Background: an optimization exercise with open tools, aiming at small area. Do not read the settings as production practice.
At most, simulation tests tie the RTL to the original design; equivalence was not proved.
No activity file was given, so power comes from the tool's default toggle rates.

==> inputs of run X <==
## medidor_potencia_ca
module medidor_potencia_ca (
  input  logic        clk,
  input  logic        rst,
  input  logic        enable,
  input  logic        sample_valid,
  input  logic [31:0] tensao,
  input  logic [31:0] corrente,
  output logic [63:0] potencia_media,
  output logic [31:0] v_pico,
  output logic [31:0] i_pico,
  output logic [15:0] window_count,
  output logic        result_valid
);
  logic        running;
  logic [9:0]  sample_count;
  logic [73:0] acc;
  logic [31:0] peak_v;
  logic [31:0] peak_i;
  logic [63:0] hold_mean;
  logic [31:0] hold_v;
  logic [31:0] hold_i;
  logic        res1, res2, res3;
  wire flush       = ~enable;
  wire accept      = running & enable & sample_valid;
  wire first       = (sample_count == 10'd0);
  wire window_end  = accept & (&sample_count);
  wire fire        = res3 & enable & ~rst;
  logic [15:0] bone, btwo, bneg;
  logic [32:0] cb;
  assign cb = {corrente, 1'b0};
  logic [32:0] pp [16];
  logic [33:0] ta;
  assign ta = {tensao[31], tensao, 1'b0};
  for (genvar i = 0; i < 16; i++) begin : g_booth
    wire b2 = cb[2*i+2];
    wire b1 = cb[2*i+1];
    wire b0 = cb[2*i];
    assign bone[i] = accept & (b1 ^ b0);
    assign btwo[i] = accept & ((b2 & ~b1 & ~b0) | (~b2 & b1 & b0));
    assign bneg[i] = accept & b2 & ~(b1 & b0);
  ...
clock: 11.0 ns
lec_check: 0
cap_margin: 20
core_margin: 2
core_utilization: 40
slew_margin: 20
synth_hierarchical: 1
synth_minimum_keep_size: 0
run.sh (not shown) runs the stock make flow with config.mk's settings and CLKGATE_MAP_FILE= SYNTH_SCRIPT=/design/flow/synth_recipe.tcl, a recipe that flattens the netlist after the stock synthesis.
==> run A: changes against run X <==
--- a/flow/design.v
+++ b/flow/design.v
@@ -20,31 +20,38 @@
   logic [31:0] hold_v;
   logic [31:0] hold_i;
   logic        res1, res2, res3;
   wire flush       = ~enable;
   wire accept      = running & enable & sample_valid;
   wire first       = (sample_count == 10'd0);
   wire window_end  = accept & (&sample_count);
   wire fire        = res3 & enable & ~rst;
-  logic [15:0] bone, btwo, bneg;
+  logic [15:0] bneg;
   logic [32:0] cb;
   assign cb = {corrente, 1'b0};
   logic [32:0] pp [16];
   logic [33:0] ta;
   assign ta = {tensao[31], tensao, 1'b0};
+  logic [15:0] bone_n, btwo_n;
+  logic [33:0] ta_n;
+  assign ta_n = ~ta;
   for (genvar i = 0; i < 16; i++) begin : g_booth
     wire b2 = cb[2*i+2];
     wire b1 = cb[2*i+1];
     wire b0 = cb[2*i];
-    assign bone[i] = accept & (b1 ^ b0);
-    assign btwo[i] = accept & ((b2 & ~b1 & ~b0) | (~b2 & b1 & b0));
-    assign bneg[i] = accept & b2 & ~(b1 & b0);
-    for (genvar j = 0; j < 33; j++) begin : g_sel
-      assign pp[i][j] = ((bone[i] & ta[j+1]) | (btwo[i] & ta[j])) ^ bneg[i];
+    assign bone_n[i] = ~(accept & (b1 ^ b0));
+    assign btwo_n[i] = ~(accept & ((b2 & ~b1 & ~b0) | (~b2 & b1 & b0)));
+    assign bneg[i]   = accept & b2 & ~(b1 & b0);
+    assign pp[i][0] = (~bone_n[i] & tensao[0]) ^ bneg[i];
+    for (genvar j = 1; j < 33; j++) begin : g_sel
+      wire sel;
+      booth_sel u_sel (.one_n(bone_n[i]), .two_n(btwo_n[i]),
+                       .a_n(ta_n[j+1]), .b_n(ta_n[j]), .sel(sel));
+      assign pp[i][j] = sel ^ bneg[i];
     end
   end
   logic [73:0] acc_m;
   logic [73:0] sum;
   assign acc_m = first ? 74'd0 : acc;
   logic k1;
   logic k2;
   logic k3;
@@ -2649,23 +2656,21 @@
   assign sum[66] = cp66 ^ pgd12_65;
   assign sum[67] = cp67 ^ pgd13_66;
   assign sum[68] = cp68 ^ pgd11_67;
   assign sum[69] = cp69 ^ pgd13_68;
   assign sum[70] = cp70 ^ pgd12_69;
   assign sum[71] = cp71 ^ pgd13_70;
   assign sum[72] = cp72 ^ pgd10_71;
   assign sum[73] = cp73 ^ pgd13_72;
-  logic [31:0] abs_v, abs_i, pv_m, pi_m, pv_next, pi_next;
+  logic [31:0] abs_v, abs_i, pv_next, pi_next;
   assign abs_v   = tensao[31]   ? (~tensao + 32'd1)   : tensao;
   assign abs_i   = corrente[31] ? (~corrente + 32'd1) : corrente;
-  assign pv_m    = first ? 32'd0 : peak_v;
-  assign pi_m    = first ? 32'd0 : peak_i;
-  assign pv_next = (accept && abs_v > pv_m) ? abs_v : pv_m;
-  assign pi_next = (accept && abs_i > pi_m) ? abs_i : pi_m;
+  assign pv_next = (accept && (first || abs_v > peak_v)) ? abs_v : peak_v;
+  assign pi_next = (accept && (first || abs_i > peak_i)) ? abs_i : peak_i;
   always_ff @(posedge clk) begin
     if (rst)
       running <= 1'b0;
     else
       running <= enable;
   end
   always_ff @(posedge clk) begin
     if (rst || flush)
@@ -2701,14 +2706,23 @@
   always_ff @(posedge clk) begin
     result_valid   <= fire;
     potencia_media <= ({64{out_load}} & hold_mean) | ({64{out_keep}} & potencia_media);
     v_pico         <= ({32{out_load}} & hold_v)    | ({32{out_keep}} & v_pico);
     i_pico         <= ({32{out_load}} & hold_i)    | ({32{out_keep}} & i_pico);
     window_count   <= ({16{out_load}} & (window_count + 16'd1)) | ({16{out_keep}} & window_count);
   end
 endmodule
+module booth_sel (
+  input  logic one_n,
+  input  logic two_n,
+  input  logic a_n,
+  input  logic b_n,
+  output logic sel
+);
+  assign sel = ~((one_n | a_n) & (two_n | b_n));
+endmodule
 module csa_fa (input logic a, input logic b, input logic c, output logic s, output logic co);
   assign {co, s} = {1'b0, a} + {1'b0, b} + {1'b0, c};
 endmodule
 module csa_ha (input logic a, input logic b, output logic s, output logic co);
   assign {co, s} = {1'b0, a} + {1'b0, b};
 endmodule
==> flow/flow/run.sh (new file) <==
#!/bin/bash
# Standard layout, with the port buffers made from the smallest buffer cell and
# a clock tree with larger sink clusters and no dummy loads.
set -euo pipefail
bash standard.sh "BUFFER_PORTS_ARGS=-buffer_cell sky130_fd_sc_hd__buf_1" \
  "CTS_ARGS=-sink_clustering_enable -repair_clock_nets -dont_use_dummy_load -sink_clustering_size 24 -sink_clustering_max_diameter 100" \
  finish > flow_make.log 2>&1
==> flow/standard.sh (new file) <==
#!/bin/bash
# synth_recipe.tcl (not shown) runs the flow's synth.tcl, then flattens the netlist and writes it again
# the make line also repeats each setting of config.mk as NAME=value (left out here)
make -C /OpenROAD-flow-scripts/flow DESIGN_CONFIG=/design/flow/config.mk WORK_HOME=/design/flow/orfs CLKGATE_MAP_FILE= SYNTH_SCRIPT=/design/flow/synth_recipe.tcl "${@:-finish}"
CAP_MARGIN = 0   (was 20)
GPL_TIMING_DRIVEN = 0   (was unset)
SLEW_MARGIN = 0   (was 20)
removed: flow/run.sh
==> run Z: changes against run X <==
--- a/flow/design.v
+++ b/flow/design.v
@@ -20,31 +20,38 @@
   logic [31:0] hold_v;
   logic [31:0] hold_i;
   logic        res1, res2, res3;
   wire flush       = ~enable;
   wire accept      = running & enable & sample_valid;
   wire first       = (sample_count == 10'd0);
   wire window_end  = accept & (&sample_count);
   wire fire        = res3 & enable & ~rst;
-  logic [15:0] bone, btwo, bneg;
+  logic [15:0] bneg;
   logic [32:0] cb;
   assign cb = {corrente, 1'b0};
   logic [32:0] pp [16];
   logic [33:0] ta;
   assign ta = {tensao[31], tensao, 1'b0};
+  logic [15:0] bone_n, btwo_n;
+  logic [33:0] ta_n;
+  assign ta_n = ~ta;
   for (genvar i = 0; i < 16; i++) begin : g_booth
     wire b2 = cb[2*i+2];
     wire b1 = cb[2*i+1];
     wire b0 = cb[2*i];
-    assign bone[i] = accept & (b1 ^ b0);
-    assign btwo[i] = accept & ((b2 & ~b1 & ~b0) | (~b2 & b1 & b0));
-    assign bneg[i] = accept & b2 & ~(b1 & b0);
-    for (genvar j = 0; j < 33; j++) begin : g_sel
-      assign pp[i][j] = ((bone[i] & ta[j+1]) | (btwo[i] & ta[j])) ^ bneg[i];
+    assign bone_n[i] = ~(accept & (b1 ^ b0));
+    assign btwo_n[i] = ~(accept & ((b2 & ~b1 & ~b0) | (~b2 & b1 & b0)));
+    assign bneg[i]   = accept & b2 & ~(b1 & b0);
+    assign pp[i][0] = (~bone_n[i] & tensao[0]) ^ bneg[i];
+    for (genvar j = 1; j < 33; j++) begin : g_sel
+      wire sel;
+      booth_sel u_sel (.one_n(bone_n[i]), .two_n(btwo_n[i]),
+                       .a_n(ta_n[j+1]), .b_n(ta_n[j]), .sel(sel));
+      assign pp[i][j] = sel ^ bneg[i];
     end
   end
   logic [73:0] acc_m;
   logic [73:0] sum;
   assign acc_m = first ? 74'd0 : acc;
   logic k1;
   logic k2;
   logic k3;
@@ -2649,23 +2656,21 @@
   assign sum[66] = cp66 ^ pgd12_65;
   assign sum[67] = cp67 ^ pgd13_66;
   assign sum[68] = cp68 ^ pgd11_67;
   assign sum[69] = cp69 ^ pgd13_68;
   assign sum[70] = cp70 ^ pgd12_69;
   assign sum[71] = cp71 ^ pgd13_70;
   assign sum[72] = cp72 ^ pgd10_71;
   assign sum[73] = cp73 ^ pgd13_72;
-  logic [31:0] abs_v, abs_i, pv_m, pi_m, pv_next, pi_next;
+  logic [31:0] abs_v, abs_i, pv_next, pi_next;
   assign abs_v   = tensao[31]   ? (~tensao + 32'd1)   : tensao;
   assign abs_i   = corrente[31] ? (~corrente + 32'd1) : corrente;
-  assign pv_m    = first ? 32'd0 : peak_v;
-  assign pi_m    = first ? 32'd0 : peak_i;
-  assign pv_next = (accept && abs_v > pv_m) ? abs_v : pv_m;
-  assign pi_next = (accept && abs_i > pi_m) ? abs_i : pi_m;
+  assign pv_next = (accept && (first || abs_v > peak_v)) ? abs_v : peak_v;
+  assign pi_next = (accept && (first || abs_i > peak_i)) ? abs_i : peak_i;
   always_ff @(posedge clk) begin
     if (rst)
       running <= 1'b0;
     else
       running <= enable;
   end
   always_ff @(posedge clk) begin
     if (rst || flush)
@@ -2701,14 +2706,23 @@
   always_ff @(posedge clk) begin
     result_valid   <= fire;
     potencia_media <= ({64{out_load}} & hold_mean) | ({64{out_keep}} & potencia_media);
     v_pico         <= ({32{out_load}} & hold_v)    | ({32{out_keep}} & v_pico);
     i_pico         <= ({32{out_load}} & hold_i)    | ({32{out_keep}} & i_pico);
     window_count   <= ({16{out_load}} & (window_count + 16'd1)) | ({16{out_keep}} & window_count);
   end
 endmodule
+module booth_sel (
+  input  logic one_n,
+  input  logic two_n,
+  input  logic a_n,
+  input  logic b_n,
+  output logic sel
+);
+  assign sel = ~((one_n | a_n) & (two_n | b_n));
+endmodule
 module csa_fa (input logic a, input logic b, input logic c, output logic s, output logic co);
   assign {co, s} = {1'b0, a} + {1'b0, b} + {1'b0, c};
 endmodule
 module csa_ha (input logic a, input logic b, output logic s, output logic co);
   assign {co, s} = {1'b0, a} + {1'b0, b};
 endmodule
==> flow/flow/run.sh (new file) <==
#!/bin/bash
# Standard layout, with the port buffers made from the smallest buffer cell and
# a clock tree with larger sink clusters and no dummy loads.
set -euo pipefail
bash standard.sh "BUFFER_PORTS_ARGS=-buffer_cell sky130_fd_sc_hd__buf_1" \
  "CTS_ARGS=-sink_clustering_enable -repair_clock_nets -dont_use_dummy_load -sink_clustering_size 16 -sink_clustering_max_diameter 80 -buf_list sky130_fd_sc_hd__clkbuf_8" \
  finish > flow_make.log 2>&1
==> flow/standard.sh (new file) <==
#!/bin/bash
# synth_recipe.tcl (not shown) runs the flow's synth.tcl, then flattens the netlist and writes it again
# the make line also repeats each setting of config.mk as NAME=value (left out here)
make -C /OpenROAD-flow-scripts/flow DESIGN_CONFIG=/design/flow/config.mk WORK_HOME=/design/flow/orfs CLKGATE_MAP_FILE= SYNTH_SCRIPT=/design/flow/synth_recipe.tcl "${@:-finish}"
CAP_MARGIN = 0   (was 20)
SLEW_MARGIN = 0   (was 20)
removed: flow/run.sh
==> run M: changes against run X <==
--- a/flow/design.v
+++ b/flow/design.v
@@ -20,31 +20,38 @@
   logic [31:0] hold_v;
   logic [31:0] hold_i;
   logic        res1, res2, res3;
   wire flush       = ~enable;
   wire accept      = running & enable & sample_valid;
   wire first       = (sample_count == 10'd0);
   wire window_end  = accept & (&sample_count);
   wire fire        = res3 & enable & ~rst;
-  logic [15:0] bone, btwo, bneg;
+  logic [15:0] bneg;
   logic [32:0] cb;
   assign cb = {corrente, 1'b0};
   logic [32:0] pp [16];
   logic [33:0] ta;
   assign ta = {tensao[31], tensao, 1'b0};
+  logic [15:0] bone_n, btwo_n;
+  logic [33:0] ta_n;
+  assign ta_n = ~ta;
   for (genvar i = 0; i < 16; i++) begin : g_booth
     wire b2 = cb[2*i+2];
     wire b1 = cb[2*i+1];
     wire b0 = cb[2*i];
-    assign bone[i] = accept & (b1 ^ b0);
-    assign btwo[i] = accept & ((b2 & ~b1 & ~b0) | (~b2 & b1 & b0));
-    assign bneg[i] = accept & b2 & ~(b1 & b0);
-    for (genvar j = 0; j < 33; j++) begin : g_sel
-      assign pp[i][j] = ((bone[i] & ta[j+1]) | (btwo[i] & ta[j])) ^ bneg[i];
+    assign bone_n[i] = ~(accept & (b1 ^ b0));
+    assign btwo_n[i] = ~(accept & ((b2 & ~b1 & ~b0) | (~b2 & b1 & b0)));
+    assign bneg[i]   = accept & b2 & ~(b1 & b0);
+    assign pp[i][0] = (~bone_n[i] & tensao[0]) ^ bneg[i];
+    for (genvar j = 1; j < 33; j++) begin : g_sel
+      wire sel;
+      booth_sel u_sel (.one_n(bone_n[i]), .two_n(btwo_n[i]),
+                       .a_n(ta_n[j+1]), .b_n(ta_n[j]), .sel(sel));
+      assign pp[i][j] = sel ^ bneg[i];
     end
   end
   logic [73:0] acc_m;
   logic [73:0] sum;
   assign acc_m = first ? 74'd0 : acc;
   logic k1;
   logic k2;
   logic k3;
@@ -2649,23 +2656,24 @@
   assign sum[66] = cp66 ^ pgd12_65;
   assign sum[67] = cp67 ^ pgd13_66;
   assign sum[68] = cp68 ^ pgd11_67;
   assign sum[69] = cp69 ^ pgd13_68;
   assign sum[70] = cp70 ^ pgd12_69;
   assign sum[71] = cp71 ^ pgd13_70;
   assign sum[72] = cp72 ^ pgd10_71;
   assign sum[73] = cp73 ^ pgd13_72;
-  logic [31:0] abs_v, abs_i, pv_m, pi_m, pv_next, pi_next;
+  logic [31:0] abs_v, abs_i, pv_next, pi_next;
   assign abs_v   = tensao[31]   ? (~tensao + 32'd1)   : tensao;
   assign abs_i   = corrente[31] ? (~corrente + 32'd1) : corrente;
-  assign pv_m    = first ? 32'd0 : peak_v;
-  assign pi_m    = first ? 32'd0 : peak_i;
-  assign pv_next = (accept && abs_v > pv_m) ? abs_v : pv_m;
-  assign pi_next = (accept && abs_i > pi_m) ? abs_i : pi_m;
+  logic gt_v, gt_i;
+  cmp_gt u_cmp_v (.a(abs_v), .b(peak_v), .gt(gt_v));
+  cmp_gt u_cmp_i (.a(abs_i), .b(peak_i), .gt(gt_i));
+  assign pv_next = (accept && (first || gt_v)) ? abs_v : peak_v;
+  assign pi_next = (accept && (first || gt_i)) ? abs_i : peak_i;
   always_ff @(posedge clk) begin
     if (rst)
       running <= 1'b0;
     else
       running <= enable;
   end
   always_ff @(posedge clk) begin
     if (rst || flush)
@@ -2701,14 +2709,53 @@
   always_ff @(posedge clk) begin
     result_valid   <= fire;
     potencia_media <= ({64{out_load}} & hold_mean) | ({64{out_keep}} & potencia_media);
     v_pico         <= ({32{out_load}} & hold_v)    | ({32{out_keep}} & v_pico);
     i_pico         <= ({32{out_load}} & hold_i)    | ({32{out_keep}} & i_pico);
     window_count   <= ({16{out_load}} & (window_count + 16'd1)) | ({16{out_keep}} & window_count);
   end
 endmodule
+module cmp_gt (
+  input  logic [31:0] a,
+  input  logic [31:0] b,
+  output logic        gt
+);
+  logic [31:0] g0, t0;
+  assign g0 = a & ~b;
+  assign t0 = a | ~b;
+  logic [15:0] g1, t1;
+  logic [7:0]  g2, t2;
+  logic [3:0]  g3, t3;
+  logic [1:0]  g4, t4;
+  for (genvar i = 0; i < 16; i++) begin : l1
+    assign g1[i] = g0[2*i+1] | (t0[2*i+1] & g0[2*i]);
+    assign t1[i] = t0[2*i+1] & t0[2*i];
+  end
+  for (genvar i = 0; i < 8; i++) begin : l2
+    assign g2[i] = g1[2*i+1] | (t1[2*i+1] & g1[2*i]);
+    assign t2[i] = t1[2*i+1] & t1[2*i];
+  end
+  for (genvar i = 0; i < 4; i++) begin : l3
+    assign g3[i] = g2[2*i+1] | (t2[2*i+1] & g2[2*i]);
+    assign t3[i] = t2[2*i+1] & t2[2*i];
+  end
+  for (genvar i = 0; i < 2; i++) begin : l4
+    assign g4[i] = g3[2*i+1] | (t3[2*i+1] & g3[2*i]);
+    assign t4[i] = t3[2*i+1] & t3[2*i];
+  end
+  assign gt = g4[1] | (t4[1] & g4[0]);
+endmodule
+module booth_sel (
+  input  logic one_n,
+  input  logic two_n,
+  input  logic a_n,
+  input  logic b_n,
+  output logic sel
+);
+  assign sel = ~((one_n | a_n) & (two_n | b_n));
+endmodule
 module csa_fa (input logic a, input logic b, input logic c, output logic s, output logic co);
   assign {co, s} = {1'b0, a} + {1'b0, b} + {1'b0, c};
 endmodule
 module csa_ha (input logic a, input logic b, output logic s, output logic co);
   assign {co, s} = {1'b0, a} + {1'b0, b};
 endmodule
==> flow/flow/run.sh (new file) <==
#!/bin/bash
# Standard layout, with the port buffers made from the smallest buffer cell and
# a clock tree with larger sink clusters and no dummy loads.
set -euo pipefail
bash standard.sh "BUFFER_PORTS_ARGS=-buffer_cell sky130_fd_sc_hd__buf_1" \
  "CTS_ARGS=-sink_clustering_enable -repair_clock_nets -dont_use_dummy_load -sink_clustering_size 24 -sink_clustering_max_diameter 100" \
  finish > flow_make.log 2>&1
==> flow/standard.sh (new file) <==
#!/bin/bash
# synth_recipe.tcl (not shown) runs the flow's synth.tcl, then flattens the netlist and writes it again
# the make line also repeats each setting of config.mk as NAME=value (left out here)
make -C /OpenROAD-flow-scripts/flow DESIGN_CONFIG=/design/flow/config.mk WORK_HOME=/design/flow/orfs CLKGATE_MAP_FILE= SYNTH_SCRIPT=/design/flow/synth_recipe.tcl "${@:-finish}"
CAP_MARGIN = 0   (was 20)
SLEW_MARGIN = 0   (was 20)
removed: flow/run.sh
==> summary.txt <==
Cells and area
  • Final-layout clock-cell area share: 3.64%
  • Nets: 4725

Outcome
  • Outcome: finished clean

Clock network
  • H-tree levels: 2

Synth
  • Post-synthesis mux area share: 1.03%
  • Sequential-to-total area share from yosys stat: 24.3%

Global routing
  • GR Util met2: 37.9%

Timing
  • Final clock skew: 0.0545 ns
# the run above: run X

==> summary.txt <==
Outcome
  • Outcome: finished with violations
  • SO Viols: capacitance limit, slew limit

Cells and area
  • Final-layout clock-cell area share: 1.46%
  • Nets: 4638

Clock network
  • H-tree levels: 1

Timing
  • Final clock skew: 0.102 ns
  • Max Transition Viols Final: 33

Synth
  • Sequential-to-total area share from yosys stat: 25.2%
  • Post-synthesis mux area share: 1.89%

Global routing
  • GR Util met2: 40.0%

Run
  • Max Cap Violations: 1
# the run above: run A

==> summary.txt <==
Synth
  • Sequential-to-total area share from yosys stat: 25.2%
  • FFs w/ async S/R, synth: 0%
  • Post-synthesis mux area share: 1.89%
  • YS warnings: 9

Global routing
  • GR Util met2: 39.5%

Cells and area
  • Nets: 4601
  • Sequential cell area share: 23.2%
  • Final-layout clock-cell area share: 1.24%

Outcome
  • Outcome: finished clean

Clock network
  • H-tree levels: 2

Timing
  • Final clock skew: 0.131 ns
# the run above: run Z

==> summary.txt <==
Cells and area
  • Nets: 4524
  • Final-layout clock-cell area share: 1.61%
  • Filler cell count: 9045

Outcome
  • Outcome: finished clean

Synth
  • Post-synthesis mux area share: 1.81%
  • Sequential-to-total area share from yosys stat: 25.4%

Routing
  • Avg Vias per Cell: 6.04

Die
  • Die Wd: 314 um

Power and ir drop
  • Comb group: 2350 uW

Timing
  • Final clock skew: 0.0730 ns

Clock network
  • H-tree levels: 1

Global routing
  • GR Util met2: 40.2%
# the run above: run M

The RTL of run M was laid out without a check of its function.

## afterwards: timing with drivers on the ports
How much do the figures lean on ideal ports? The routed layouts below were timed once more, with nothing changed but the port constraints.
Step 1, drivers: a clkbuf_16 drives clk and a buf_2 each remaining input, both assumed.
Step 2 times the ports against the registers' clock, not the clock port: input delays grow and output delays shrink by t, the midpoint of the rising clock arrivals with the driver on.
Slacks: no drivers / after step 1 / after step 2; pairs: no drivers / after step 1.
| run | t, ns | slack for setup (ns) | hold WS [ns] | worst slew at a driven data input, ns | pins driven straight from the clock port |
|---|---|---|---|---|---|
| run X | 0.696 | 0.936 / 0.974 / 0.278 | 0.425 / 0.425 / 0.425 | 0.13 | 1 |
| run A | 0.659 | 0.301 / 0.326 / -0.334 | 0.379 / 0.379 / 0.379 | 0.11 | 1 |
| run Z | 0.699 | 1.254 / 1.290 / 0.592 | 0.414 / 0.414 / 0.414 | 0.12 | 1 |
| run M | 0.683 | 1.192 / 1.186 / 0.503 | 0.423 / 0.423 / 0.423 | 0.23 | 1 |
For run M, which loses most, drivers alone change the setup slack by -0.006 ns; drivers and shift together by -0.689 ns.
